Context: an optimization exercise on an open-source flow, tuned for small area, a short achievable clock period and few clock cycles per item. The choices shown serve that exercise and are no tape-out recipe. Where RTL was checked, it was by simulation tests only, not by an equivalence proof against the original. Power and IR drop assume default switching activity.

==> flow/design.v (excerpt) <==
module resp_stream_parser (
	input  logic         clk,
	input  logic         arst_n,
	input  logic         s_tvalid,
	output logic         s_tready,
	input  logic [7:0]   s_tdata,   
	input  logic [0:0]   s_tuser,   
	output logic         m_tvalid,
	input  logic         m_tready,
	output logic [111:0] m_tdata,   
	output logic [5:0]   m_tuser,   
	output logic         m_tlast    
);
Size in the first run: ~680 flip-flops, about 130 I/O pins, about 35000 um^2 of cells after synthesis.
clock: 8.5 ns
lec_check: 0
cap_margin: 20
core_margin: 2
core_utilization: 40
setup_slack_margin: 4
slew_margin: 20
run.sh (not shown) runs the stock make flow with config.mk's settings and CLKGATE_MAP_FILE= SYNTH_SCRIPT=/design/flow/synth_recipe.tcl, a recipe that flattens the netlist after the stock synthesis.
==> next run, changes <==
- SETUP_SLACK_MARGIN: 4 -> 5
After rerunning: The changed run went through all stages and came out clean; via count grows by about 8%; synthesized area is unchanged; register-to-register slack got worse by 0.19 ns; count of clock-buffer cells in the layout grows by 11; sequential power shrinks by about 5%; utilization grows by 5.7 points; final area grows by 11%; hold slack got worse by 0.0072 ns; final cell count grows by about 7%.
Function was not checked in any run of this note: the RTL went through the layout flow alone.

red:
Another version of the RTL of resp_stream_parser (not shown whole).
Size: about 690 flip-flops, ~130 I/O pins.
Settings: LEC_CHECK=0, CAP_MARGIN=20, CORE_MARGIN=2, CORE_UTILIZATION=60, CTS_CLUSTER_DIAMETER=60, CTS_CLUSTER_SIZE=20, SETUP_SLACK_MARGIN=5, SLEW_MARGIN=20; clock period 8.5 ns.
Testbench counts of red, summed over its fixed seeds: cycles 320,543, items 320,527.
Inputs modified between red and blue:
Settings: CORE_UTILIZATION changed from 60 to 55.
Notes after the runs:
- Looking at core utilization across blue and red, the one that comes out higher is red.
- The area growth from synthesis to layout in blue was higher than what red gave.
- Looking at area of the core region across blue and red, the one that comes out higher is blue.
- Compared with red, blue shows a final critical-path required period that is 0.23 ns lower.
The following lists how green was set up differently from blue:
Settings: TNS_END_PERCENT now 50, previously not set; CTS_CLUSTER_SIZE no longer set, was 20; CTS_CLUSTER_DIAMETER no longer set, was 60.
## What came out
blue → green: worst hold margin fell 0.024 ns, number of buffers other than clock buffers in the final layout fell 43.
green ended with more final critical delay including setup and external delays than blue.
Compared blue against green; area of all sequential standard cells within noise.
green against blue: via count of the first global-routing pass higher, multi-input combinational cell area now smaller.
green: power per cell area about 4% above blue
Layout cell share with drive strength beyond 1 down 2.6 points in green wrt blue
green ends up with a H-tree depth reported by CTS that is 1 higher than in blue.
Input-level comparison between orange and green:
Settings: a deleted TNS_END_PERCENT that had been 50.
[summary]
There was hardly any difference in placed instance area between green and orange.
Delta (orange minus green): power lower; combinational group share of total power roughly the same; clock power lower; worst setup slack higher.
orange finished every stage and its layout cleared the timing, design-rule and antenna checks.
Die span in x: orange vs green identical
Against green as the reference, orange delivers a lower clock-buffer cell count.
Detailed route, orange vs green: via total lower for orange
orange and green ended up with roughly the same static leakage.
Row share of the clock period used by the worst path after layout: orange lower / green higher

resp_stream_parser, a different RTL version from the one above (not shown whole).
Size: ~680 flip-flops, about 0.035 mm2 of cells after synthesis.
## resp_stream_parser
module resp_stream_parser (
	input  logic         clk,
	input  logic         arst_n,
	input  logic         s_tvalid,
	output logic         s_tready,
	input  logic [7:0]   s_tdata,   
	input  logic [0:0]   s_tuser,   
	output logic         m_tvalid,
	input  logic         m_tready,
	output logic [111:0] m_tdata,   
	output logic [5:0]   m_tuser,   
	output logic         m_tlast    
);
Settings: LEC_CHECK=0, CAP_MARGIN=20, CORE_MARGIN=2, CORE_UTILIZATION=55, SETUP_SLACK_MARGIN=5, SLEW_MARGIN=20; clock period 8.5 ns.
The baseline produced a clean layout.
Then changed:
- SETUP_SLACK_MARGIN: 5 -> 4.5
Setup slack gets better by 0.079 ns.
Clock skew goes down by 0.013 ns.
Power goes up by 1.4%.
Non-clock buffer count goes down by 37.
Routed wire length goes down by 5.2%.
Maximum frequency goes up by 1.8%.
Count of clock-buffer cells in the layout goes up by 6.
Hold slack gets better by 0.0039 ns.
Sequential share of layout area goes up by 0.58 points.
Flip-flop and latch count stays the same.
Area after synthesis is unchanged.
No run of this note included a check of the RTL's function; only the layout flow was run.

Setup of run A:
Another version of the RTL of resp_stream_parser (not shown whole).
Size: roughly 2900 cells after synthesis, ~690 flip-flops, roughly 130 I/O pins, roughly 35000 um2 of cells after synthesis.
Settings: LEC_CHECK=0, CAP_MARGIN=20, CORE_MARGIN=2, CORE_UTILIZATION=55, CTS_BUF_LIST=sky130_fd_sc_hd__clkbuf_8, CTS_CLUSTER_SIZE=30, SETUP_SLACK_MARGIN=5, SLEW_MARGIN=20; clock period 8.5 ns.
Run A finished every stage and its layout cleared the timing, design-rule and antenna checks.
Here is what was changed in the inputs of run B compared with run A.
# run A
export LEC_CHECK = 0
export CAP_MARGIN = 20
export CORE_MARGIN = 2
export CORE_UTILIZATION = 55
export CTS_BUF_LIST = sky130_fd_sc_hd__clkbuf_8
export CTS_CLUSTER_SIZE = 30
export SETUP_SLACK_MARGIN = 5
export SLEW_MARGIN = 20
create_clock -name core_clock -period 8.5 [get_ports {clk}]
# run B
export LEC_CHECK = 0
export CAP_MARGIN = 20
export CORE_MARGIN = 2
export CORE_UTILIZATION = 55
export SETUP_SLACK_MARGIN = 5
export SLEW_MARGIN = 20
create_clock -name core_clock -period 8.5 [get_ports {clk}]
Results
As far as hold slack is concerned, run A and run B perform about the same. Comparing run B against run A, there is no change at all in total negative slack for setup checks. ~same overall power in run B and run A. Sort run B and run A by latest clock arrival within the worst-skew pair desc -> top: run A. Going from run A to run B, leakage component of the power now sits lower; post-route standard cell area excluding fillers now sits lower; sequential power now sits at about the same level. Compared with run A, run B shows a lower relative contribution of combinational cells to total power. Against run A, run B reports a routing usage on met2 that is lower. Compared run B vs run A, and cell count is down in run B.
No run of this note included a check of the RTL's function; only the layout flow was run.

Another version of the RTL of resp_stream_parser (not shown whole).
Size: roughly 2900 cells after synthesis, about 680 flip-flops, ~130 I/O pins, ~0.034 sq mm of cells after synthesis.
Design resp_stream_parser, start of the top module:
module resp_stream_parser (
	input  logic         clk,
	input  logic         arst_n,
	input  logic         s_tvalid,
	output logic         s_tready,
	input  logic [7:0]   s_tdata,   
	input  logic [0:0]   s_tuser,   
	output logic         m_tvalid,
	input  logic         m_tready,
	output logic [111:0] m_tdata,   
	output logic [5:0]   m_tuser,   
	output logic         m_tlast    
);
Settings: LEC_CHECK=0, CAP_MARGIN=20, CORE_MARGIN=2, CORE_UTILIZATION=40, SETUP_SLACK_MARGIN=4, SLEW_MARGIN=20; clock period 8.5 ns.
The starting point completed with no timing, DRC or antenna violations.
Testbench counts at the start, summed over its fixed seeds: cycles 320,543, items 320,527.
Change:
--- a/flow/config.mk
+++ b/flow/config.mk
@@ -8,5 +8,5 @@
 export CAP_MARGIN = 20
 export CORE_MARGIN = 2
-export CORE_UTILIZATION = 40
-export SETUP_SLACK_MARGIN = 4
+export CORE_UTILIZATION = 55
+export SETUP_SLACK_MARGIN = 4.5
 export SLEW_MARGIN = 20
After rerunning:
- The new run completed with no timing, DRC or antenna violations
- sequential share of layout area drops by 1.0 points
- routed wire length goes up slightly
- final area rises by a few percent

[static timing again, ports no longer ideal]
The results above use ideal ports. As a check the final layouts listed here were re-extracted and re-timed, cells and wires unchanged.
Step 1, drivers: a clkbuf_16 drives clk and a buf_2 each remaining input, both assumed.
Step 2, shift: input delay + t, output delay - t, t = (earliest + latest rising clock arrival at the registers) / 2. This alone moves slack from input paths to output paths.
Three values: ideal ports, drivers, drivers and shift; two values: the first two.
| run | shift t [ns] | setup slack, ns | worst setup path at the end | latest minus earliest clock arrival (ns) | worst slew at a driven data input, ns |
|---|---|---|---|---|---|
| the first run of note 1 | 0.697 | 3.614 / 3.614 / 3.431 | input to register | 0.062 / 0.061 | 0.07 |
| the second run of note 1 | 0.704 | 3.426 / 3.426 / 3.426 | register to register | 0.029 / 0.030 | 0.08 |
| red | 0.705 | 4.652 / 4.652 / 4.293 | input to register | 0.044 / 0.044 | 0.04 |
| blue | 0.681 | 4.881 / 4.816 / 4.400 | input to register | 0.078 / 0.078 | 0.05 |
| green | 0.692 | 4.790 / 4.720 / 4.366 | input to register | 0.036 / 0.037 | 0.05 |
| orange | 0.709 | 4.938 / 4.875 / 4.391 | input to register | 0.057 / 0.057 | 0.05 |
| the first run of note 3 | 0.696 | 4.059 / 4.059 / 4.059 | register to register | 0.049 / 0.049 | 0.05 |
| the second run of note 3 | 0.688 | 4.138 / 4.138 / 4.008 | input to register | 0.035 / 0.035 | 0.05 |
| run A | 0.820 | 4.334 / 4.334 / 4.334 | register to register | 0.089 / 0.089 | 0.04 |
| run B | 0.693 | 4.346 / 4.346 / 4.346 | register to register | 0.054 / 0.053 | 0.04 |
| the first run of note 5 | 0.686 | 4.088 / 4.117 / 3.445 | input to register | 0.039 / 0.039 | 0.07 |
| the second run of note 5 | 0.701 | 4.386 / 4.386 / 3.931 | input to register | 0.029 / 0.030 | 0.04 |
After both steps every run listed still meets setup and hold. The setup slack of the first run of note 5, which loses most, moves by +0.029 ns with the drivers and by -0.643 ns with both steps.
